What follows belongs to an exercise in optimizing a design on an open flow for small area and a short achievable clock period; a production flow would make more cautious choices.
Only simulation tests tie the RTL to the original design; equivalence was not proved.
Power and IR drop assume default switching activity.

$ cat flow/run.sh
#!/bin/bash
# synth_recipe.tcl (not shown) runs the flow's synth.tcl, then flattens the netlist and writes it again
# the make line also repeats each setting of config.mk as NAME=value (left out here)
make -C /OpenROAD-flow-scripts/flow DESIGN_CONFIG=/design/flow/config.mk WORK_HOME=/design/flow/orfs CLKGATE_MAP_FILE= SYNTH_SCRIPT=/design/flow/synth_recipe.tcl finish
$ cat flow/config.mk
export PLATFORM = sky130hd
export DESIGN_NAME = cpu_top
export DESIGN_NICKNAME = cpu_top
export VERILOG_FILES = /design/flow/design.v
export SDC_FILE = /design/flow/constraint.sdc
export NUM_CORES = 8
export LEC_CHECK = 0
export CAP_MARGIN = 20
export CORE_MARGIN = 2
export CORE_UTILIZATION = 40
export SLEW_MARGIN = 20
$ cat flow/constraint.sdc
create_clock -name core_clock -period 10.0 [get_ports {clk}]
set_input_delay 2.0000 -clock core_clock [delete_from_list [all_inputs] [get_ports {clk}]]
set_output_delay 2.0000 -clock core_clock [all_outputs]
set_load 0.01 [all_outputs]
$ cat flow/design.v
package cpu_pkg;
    typedef enum logic [6:0] {
        OPC_OP     = 7'b0110011,
        OPC_OP_IMM = 7'b0010011,
        OPC_LUI    = 7'b0110111
    } opcode_e;
    typedef enum logic [3:0] {
        ALU_ADD    = 4'd0,
        ALU_SUB    = 4'd1,
        ALU_AND    = 4'd2,
        ALU_OR     = 4'd3,
        ALU_XOR    = 4'd4,
        ALU_SLL    = 4'd5,
        ALU_SRL    = 4'd6,
        ALU_SRA    = 4'd7,
        ALU_SLT    = 4'd8,
        ALU_SLTU   = 4'd9,
        ALU_PASS_B = 4'd10
    } alu_op_e;
endpackage
`timescale 1ns/1ps
module instr_decode (
    input  logic                       clk,
    input  logic                       rstn,
    input  logic                       instr_valid,
    input  logic [31:0]                instr,
    output logic                       dec_valid,
    output logic [32-1:0]       dec_pc,
    output logic [5-1:0] dec_rs1,
    output logic [5-1:0] dec_rs2,
    output logic [5-1:0] dec_rd,
    output logic [32-1:0]       dec_imm,
    output logic                       dec_use_imm,
    output cpu_pkg::alu_op_e           dec_alu_op,
    output logic                       dec_we
);
    localparam logic [32-1:0] RESET_PC = 0;
    localparam logic [32-1:0] PC_STEP  = 4;
    logic [6:0]                   opcode;
    logic [2:0]                   funct3;
    logic                         funct7_b5;
    logic [5-1:0]   rd_field;
    cpu_pkg::alu_op_e             alu_op_nxt;
    logic [32-1:0]         imm_nxt;
    logic                         use_imm_nxt;
    logic                         supported;
    logic [32-1:0]         pc_cnt;
    function automatic cpu_pkg::alu_op_e map_funct3(input logic [2:0] f3,
                                                    input logic       alt,
                                                    input logic       is_reg);
        cpu_pkg::alu_op_e op;
        case (f3)
            3'b000:  op = (alt && is_reg) ? cpu_pkg::ALU_SUB : cpu_pkg::ALU_ADD;
            3'b001:  op = cpu_pkg::ALU_SLL;
            3'b010:  op = cpu_pkg::ALU_SLT;
            3'b011:  op = cpu_pkg::ALU_SLTU;
            3'b100:  op = cpu_pkg::ALU_XOR;
            3'b101:  op = alt ? cpu_pkg::ALU_SRA : cpu_pkg::ALU_SRL;
            3'b110:  op = cpu_pkg::ALU_OR;
            default: op = cpu_pkg::ALU_AND;
        endcase
        map_funct3 = op;
    endfunction
    assign opcode    = instr[6:0];
    assign funct3    = instr[14:12];
    assign funct7_b5 = instr[30];
    assign rd_field  = instr[11:7];
    always_comb begin
        alu_op_nxt  = cpu_pkg::ALU_PASS_B;
        imm_nxt     = '0;
        use_imm_nxt = 1'b1;
        supported   = 1'b0;
        case (opcode)
            cpu_pkg::OPC_OP: begin
                supported   = 1'b1;
                use_imm_nxt = 1'b0;
                alu_op_nxt  = map_funct3(funct3, funct7_b5, 1'b1);
            end
            cpu_pkg::OPC_OP_IMM: begin
                supported  = 1'b1;
                alu_op_nxt = map_funct3(funct3, funct7_b5, 1'b0);
                if (funct3 == 3'b001 || funct3 == 3'b101) begin
                    imm_nxt = {{(32-5){1'b0}}, instr[24:20]};
                end else begin
                    imm_nxt = {{(32-12){instr[31]}}, instr[31:20]};
                end
            end
            cpu_pkg::OPC_LUI: begin
                supported = 1'b1;
                imm_nxt   = {instr[31:12], 12'b0};
            end
            default: begin
                supported = 1'b0;
            end
        endcase
    end
    always_ff @(posedge clk or negedge rstn) begin
        if (!rstn) begin
            pc_cnt <= RESET_PC;
        end else if (instr_valid) begin
            pc_cnt <= pc_cnt + PC_STEP;
        end
    end
    always_ff @(posedge clk or negedge rstn) begin
        if (!rstn) begin
            dec_valid <= 1'b0;
            dec_we    <= 1'b0;
        end else begin
            dec_valid <= instr_valid;
            dec_we    <= instr_valid && supported && (rd_field != '0);
        end
    end
    always_ff @(posedge clk) begin
        if (instr_valid) begin
            dec_pc      <= pc_cnt;
            dec_rs1     <= instr[19:15];
            dec_rs2     <= instr[24:20];
            dec_rd      <= rd_field;
            dec_imm     <= imm_nxt;
            dec_use_imm <= use_imm_nxt;
            dec_alu_op  <= alu_op_nxt;
        end
    end
endmodule
`timescale 1ns/1ps
module reg_file (
    input  logic                       clk,
    input  logic                       rstn,
    input  logic [5-1:0] rd_addr_a,
    input  logic [5-1:0] rd_addr_b,
    output logic [32-1:0]       rd_data_a,
    output logic [32-1:0]       rd_data_b,
    input  logic                       wr_en,
    input  logic [5-1:0] wr_addr,
    input  logic [32-1:0]       wr_data
);
    logic [32-1:0] regs [32];
    always_ff @(posedge clk or negedge rstn) begin
        if (!rstn) begin
            for (int i = 0; i < 32; i++) begin
                regs[i] <= '0;
            end
        end else if (wr_en) begin
            regs[wr_addr] <= wr_data;
        end
    end
    assign rd_data_a = regs[rd_addr_a];
    assign rd_data_b = regs[rd_addr_b];
endmodule
`timescale 1ns/1ps
module alu_exec (
    input  logic [32-1:0] rs1_data,
    input  logic [32-1:0] rs2_data,
    input  logic [32-1:0] imm,
    input  logic                 use_imm,
    input  cpu_pkg::alu_op_e     alu_op,
    output logic [32-1:0] alu_result
);
    logic [32-1:0] op_b;
    logic [4:0]           shamt;
    logic                 lt_s;
    logic                 lt_u;
    assign op_b  = use_imm ? imm : rs2_data;
    assign shamt = op_b[4:0];
    assign lt_s = $signed(rs1_data) < $signed(op_b);
    assign lt_u = rs1_data < op_b;
    always_comb begin
        case (alu_op)
            cpu_pkg::ALU_ADD:    alu_result = rs1_data + op_b;
            cpu_pkg::ALU_SUB:    alu_result = rs1_data - op_b;
            cpu_pkg::ALU_AND:    alu_result = rs1_data & op_b;
            cpu_pkg::ALU_OR:     alu_result = rs1_data | op_b;
            cpu_pkg::ALU_XOR:    alu_result = rs1_data ^ op_b;
            cpu_pkg::ALU_SLL:    alu_result = rs1_data << shamt;
            cpu_pkg::ALU_SRL:    alu_result = rs1_data >> shamt;
            cpu_pkg::ALU_SRA:    alu_result = $unsigned($signed(rs1_data) >>> shamt);
            cpu_pkg::ALU_SLT:    alu_result = {{(32-1){1'b0}}, lt_s};
            cpu_pkg::ALU_SLTU:   alu_result = {{(32-1){1'b0}}, lt_u};
            cpu_pkg::ALU_PASS_B: alu_result = op_b;
            default:             alu_result = op_b;
        endcase
    end
endmodule
`timescale 1ns/1ps
module retire_stage (
    input  logic                         clk,
    input  logic                         rstn,
    input  logic                         dec_valid,
    input  logic                         dec_we,
    input  logic [5-1:0]   dec_rd,
    input  logic [32-1:0]         dec_pc,
    input  logic [32-1:0]         alu_result,
    output logic                         wr_en,
    output logic [5-1:0]   wr_addr,
    output logic [32-1:0]         wr_data,
    output logic                         retire_valid,
    output logic                         retire_we,
    output logic [32-1:0]         retire_pc,
    output logic [5-1:0]   retire_rd,
    output logic [32-1:0]         retire_data,
    output logic [16-1:0] retire_count
);
    assign wr_en   = dec_valid && dec_we;
    assign wr_addr = dec_rd;
    assign wr_data = alu_result;
    always_ff @(posedge clk or negedge rstn) begin
        if (!rstn) begin
            retire_valid <= 1'b0;
            retire_we    <= 1'b0;
            retire_count <= '0;
        end else begin
            retire_valid <= dec_valid;
            retire_we    <= wr_en;
            if (dec_valid) begin
                retire_count <= retire_count + 1'b1;
            end
        end
    end
    always_ff @(posedge clk) begin
        if (dec_valid) begin
            retire_pc   <= dec_pc;
            retire_rd   <= dec_rd;
            retire_data <= alu_result;
        end
    end
endmodule
`timescale 1ns/1ps
module cpu_top (
    input  logic                         clk,
    input  logic                         rstn,
    input  logic                         instr_valid,
    input  logic [31:0]                  instr,
    output logic                         retire_valid,
    output logic                         retire_we,
    output logic [32-1:0]         retire_pc,
    output logic [5-1:0]   retire_rd,
    output logic [32-1:0]         retire_data,
    output logic [16-1:0] retire_count
);
    logic                       dec_valid;
    logic [32-1:0]       dec_pc;
    logic [5-1:0] dec_rs1;
    logic [5-1:0] dec_rs2;
    logic [5-1:0] dec_rd;
    logic [32-1:0]       dec_imm;
    logic                       dec_use_imm;
    cpu_pkg::alu_op_e           dec_alu_op;
    logic                       dec_we;
    logic [32-1:0]       rs1_data;
    logic [32-1:0]       rs2_data;
    logic [32-1:0]       alu_result;
    logic                       wr_en;
    logic [5-1:0] wr_addr;
    logic [32-1:0]       wr_data;
    instr_decode u_instr_decode (
        .clk         (clk),
        .rstn        (rstn),
        .instr_valid (instr_valid),
        .instr       (instr),
        .dec_valid   (dec_valid),
        .dec_pc      (dec_pc),
        .dec_rs1     (dec_rs1),
        .dec_rs2     (dec_rs2),
        .dec_rd      (dec_rd),
        .dec_imm     (dec_imm),
        .dec_use_imm (dec_use_imm),
        .dec_alu_op  (dec_alu_op),
        .dec_we      (dec_we)
    );
    reg_file u_reg_file (
        .clk       (clk),
        .rstn      (rstn),
        .rd_addr_a (dec_rs1),
        .rd_addr_b (dec_rs2),
        .rd_data_a (rs1_data),
        .rd_data_b (rs2_data),
        .wr_en     (wr_en),
        .wr_addr   (wr_addr),
        .wr_data   (wr_data)
    );
    alu_exec u_alu_exec (
        .rs1_data   (rs1_data),
        .rs2_data   (rs2_data),
        .imm        (dec_imm),
        .use_imm    (dec_use_imm),
        .alu_op     (dec_alu_op),
        .alu_result (alu_result)
    );
    retire_stage u_retire_stage (
        .clk          (clk),
        .rstn         (rstn),
        .dec_valid    (dec_valid),
        .dec_we       (dec_we),
        .dec_rd       (dec_rd),
        .dec_pc       (dec_pc),
        .alu_result   (alu_result),
        .wr_en        (wr_en),
        .wr_addr      (wr_addr),
        .wr_data      (wr_data),
        .retire_valid (retire_valid),
        .retire_we    (retire_we),
        .retire_pc    (retire_pc),
        .retire_rd    (retire_rd),
        .retire_data  (retire_data),
        .retire_count (retire_count)
    );
endmodule
==> run summary <==
Netlist cell types 100; Iter 0 DRT Violations 13.72k; outcome complete, no violations; VDD IR max 0.0001446 V; Mapped Cells 7,119; die area 0.1732 mm2; worst endpoint data arrival time 9950 ps; GRT overflow 0; Final Non-Filler Cells 9,419; Area Overhead vs Synth 13.83%; fin crit share 0.9329; # IOs 122; DR top layer met5; Post-DP HPWL 247,100 um; CTS resizes 0; global-route wire length before repair 525,500 um; Initial Utilization 0.4019; reg2reg start u_instr_decode.dec_rs2[0]; pre-CTS setup slack 1182 ps; die height 416.2 um; Filler cells 16.04k; nets 7,173; number of global-route vias before repair 63.95k; launch point of the critical path u_instr_decode.dec_rs2[0]; final hold vios 0; clock-pin slew on the worst setup and hold paths 60 ps; final WL 385,800 um; max_cap viols 0; DR pass1 iterations 12; fmax 107.2 MHz; Hold Buf Count CTS 0; Seq cells post-synth 1,223; wire per inst 40.96 um; CTS H-tree lvls 4; CTS max path bufs 3; async set-reset flop share out of synthesis 0.8782; Final WS setup 671.3 ps; CP Capture Type register; largest net degree at the start of global routing 165; later-pin clock latency in the skew report 830 ps; hold path startpoint u_instr_decode.dec_pc[20]; DR WL met3 57,000 um; share of cells above drive strength 1 0.1666; Slew @ Worst Pin 1370 ps; clock sinks 1,223; CTS Buf Count 137; placer congestion estimate 1.076; clk root buf clkbuf_16; Fin Setup TNS 0 ps; M1 WL 137,900 um; CP Class register to register; total power draw 12.24 mW; metal2 WL 150,500 um; Post-synth EDFFs 149; worst endpoint required time 10,620 ps; final setup violation count 0; fin crit period 9329 ps; post-route ant nets 0; post-synthesis sequential area ratio 0.4613; # DRC 0; Rel. slew slack 0.08686; RSZ-0062 raised after global routing false; initial antenna violation count 61; mapped cell area 0.06796 mm2; Core Box Area 0.1691 mm2; # Post-CTS Setup Buffers 0; syn_area_per_cell 9.546 um2; via count 69.41k; Die Wd 416.2 um; placed cells 9,107; Rows 151; CTS tree done; Worst Skew 37.89 ps; Post-synth top flop dfrtp_1; CP startpoint kind register; DR vias/cell 7.369; leakage power 34.93 nW; Final Max Tran Viols 0; worst hold-check path type register to register; Power Density 158.2 mW/mm2; I/O Buffers 119; Yosys Warn Count 5; Max FO, Critical Path 33; total track usage 0.4337
==> placed cells by master, fill, tap and decap left out, drive strengths merged, types with 61 or more instances in the layout <==
cell type | Yosys | routed
dfrtp | 1074 | 1074
nand2 | 918 | 918
o21ai | 721 | 721
a22oi | 494 | 494
mux2 | 467 | 467
and3 | 402 | 402
buf | 163 | 312
nor2 | 270 | 270
nand3 | 244 | 244
clkbuf | 494 | 206
a21oi | 194 | 194
edfxtp | 149 | 149
inv | 121 | 133
a2111oi | 125 | 125
nand4 | 120 | 120
clkdlybuf4s50 | 0 | 117
ha | 104 | 104
a221oi | 90 | 90
mux2i | 87 | 87
nor3 | 66 | 66
o211ai | 64 | 64
a22o | 61 | 61
==> Yosys cell counts (21+ instances only) <==
library cell,n,share of area
a31oi_1,32,0.0029
ha_1,104,0.019
inv_1,119,0.0066
mux2_2,467,0.077
or3_1,30,0.0028
a22oi_1,492,0.054
a22o_1,61,0.0079
o21ai_1,37,0.0027
o21ai_0,680,0.050
nand2_1,918,0.051
dfrtp_1,1074,0.40
buf_2,114,0.0084
and2_1,27,0.0025
and3_1,402,0.037
edfxtp_1,149,0.066
o22ai_1,21,0.0019
clkbuf_1,488,0.027
a21oi_1,192,0.014
o211ai_1,63,0.0070
xnor2_1,41,0.0053
nand4_1,120,0.011
nand3_1,244,0.018
a211oi_1,44,0.0049
mux2i_1,86,0.013
a2111oi_0,124,0.016
nor4_1,35,0.0032
a21o_1,36,0.0040
and4_1,21,0.0027
nor2b_1,30,0.0028
a221oi_1,89,0.011
nand3b_1,23,0.0025
nor3_1,66,0.0049
nor2_1,268,0.015
buf_1,32,0.0018
nand2b_1,25,0.0023
==> sequential cells by signal, summed over array words and instances, names as in the netlist, 16 cells and up <==
signal,count
u_instr_decode.pc_cnt,30
u_retire_stage.retire_pc,30
u_instr_decode.dec_pc,30
u_reg_file.regs,1024
u_instr_decode.dec_imm,32
u_retire_stage.retire_data,32
u_retire_stage.retire_count,16
==> cell families after synthesis <==
| family | Yosys count | synth area share |
|---|---|---|
| compound gates | 2103 | 0.2087 |
| xor+xnor | 58 | 0.007475 |
| simple gates | 2294 | 0.1653 |
| buf+inv | 779 | 0.04666 |
| fa+ha+maj | 106 | 0.01974 |
| mux | 555 | 0.09072 |
| other cells | 1 | 0.00005518 |
| flops | 1223 | 0.4613 |
==> worst max-delay path: stages, from the launching register on <==
cell and delay (ps):
edfxtp_1 920, nand2b_1 790, nor2_4 300, buf_4 370
nand2_1 130, nand4_1 160, nor4_1 890, nor3_1 120
a21oi_1 670, inv_1 160, ha_1 460, nor2_1 150
a211o_1 160, o2111ai_1 330, a2111oi_0 970, nor3_1 140
nor2_1 290, a311oi_1 210, or2_2 340, a221oi_1 300
a21oi_1 110, a221oi_4 420, buf_4 500, o21ai_0 180
==> report_power, final <==
group	switching [mW]	internal (mW)	total, mW
logic	1.26	0.386	1.65
registers	0.115	5.15	5.27
clock network	2.26	3.06	5.32
total	3.63	8.60	12.2
==> final timing paths <==
kind                                                endpoint  cells after the start  slack, ps
worst max-delay path                 u_reg_file.regs[20][26]                     23        670
worst min-delay path            u_retire_stage.retire_pc[20]                      0        410
worst max register to register       u_reg_file.regs[20][26]                     23        670
worst min register to register  u_retire_stage.retire_pc[20]                      0        410
max in group asynchronous            u_reg_file.regs[19][20]                      3       6530
min in group asynchronous            u_reg_file.regs[10][16]                      1       1180
==> per-stage QoR <==
step / util / cell area, um2 / hold WS (ps)
final: 0.4575 / 77360 / 414.5
after floorplan: - / 67960 / 400.3
after global routing: 0.4567 / 77230 / 421.4
after CTS: 0.4561 / 77130 / 414.8
after detailed placement: 0.4285 / 72460 / 404.5
after global placement: 0.4284 / 72430 / 402.7
==> final cells by class <==
cell class / instances / area, um2 / share of cell area
Antenna cell: 56 / 140.1 / 0.001812
Clock inverter: 47 / 616.8 / 0.007974
Clock buffer: 205 / 4049 / 0.05234
Timing Repair Buffer: 430 / 3686 / 0.04765
Inverter: 122 / 460.4 / 0.005952
Multi-Input combinational cell: 5118 / 34270 / 0.4431
Tap cell: 2218 / 2775 / 0.03588
Sequential cell: 1223 / 31350 / 0.4053
==> routing by layer <==
layer  up-vias  global-route usage
met2      6710              0.5851
met5         -             0.01223
met3      2415              0.2087
met1     33850              0.5237
li1      26400                   -
met4        38              0.3398

afterwards: timing with drivers on the ports:
The results above use ideal ports. As a check the final layout listed here was re-extracted and re-timed, cells and wires unchanged. Step 1, drivers: a clkbuf_16 drives clk and a buf_2 each remaining input, both assumed. Step 2 times the ports against the registers' clock, not the clock port: input delays grow and output delays shrink by t, the midpoint of the rising clock arrivals with the driver on. Three values: ideal ports, drivers, drivers and shift; two values: the first two.
t, ns: 0.913
slack for setup (ns): 0.671 / 0.671 / 0.671
slew at the worst register clock pin (ns): 0.07 / 0.07
After both steps this run still meets setup and hold. The setup slack of this run moves by 0.000 ns with the drivers and by 0.000 ns with both steps.
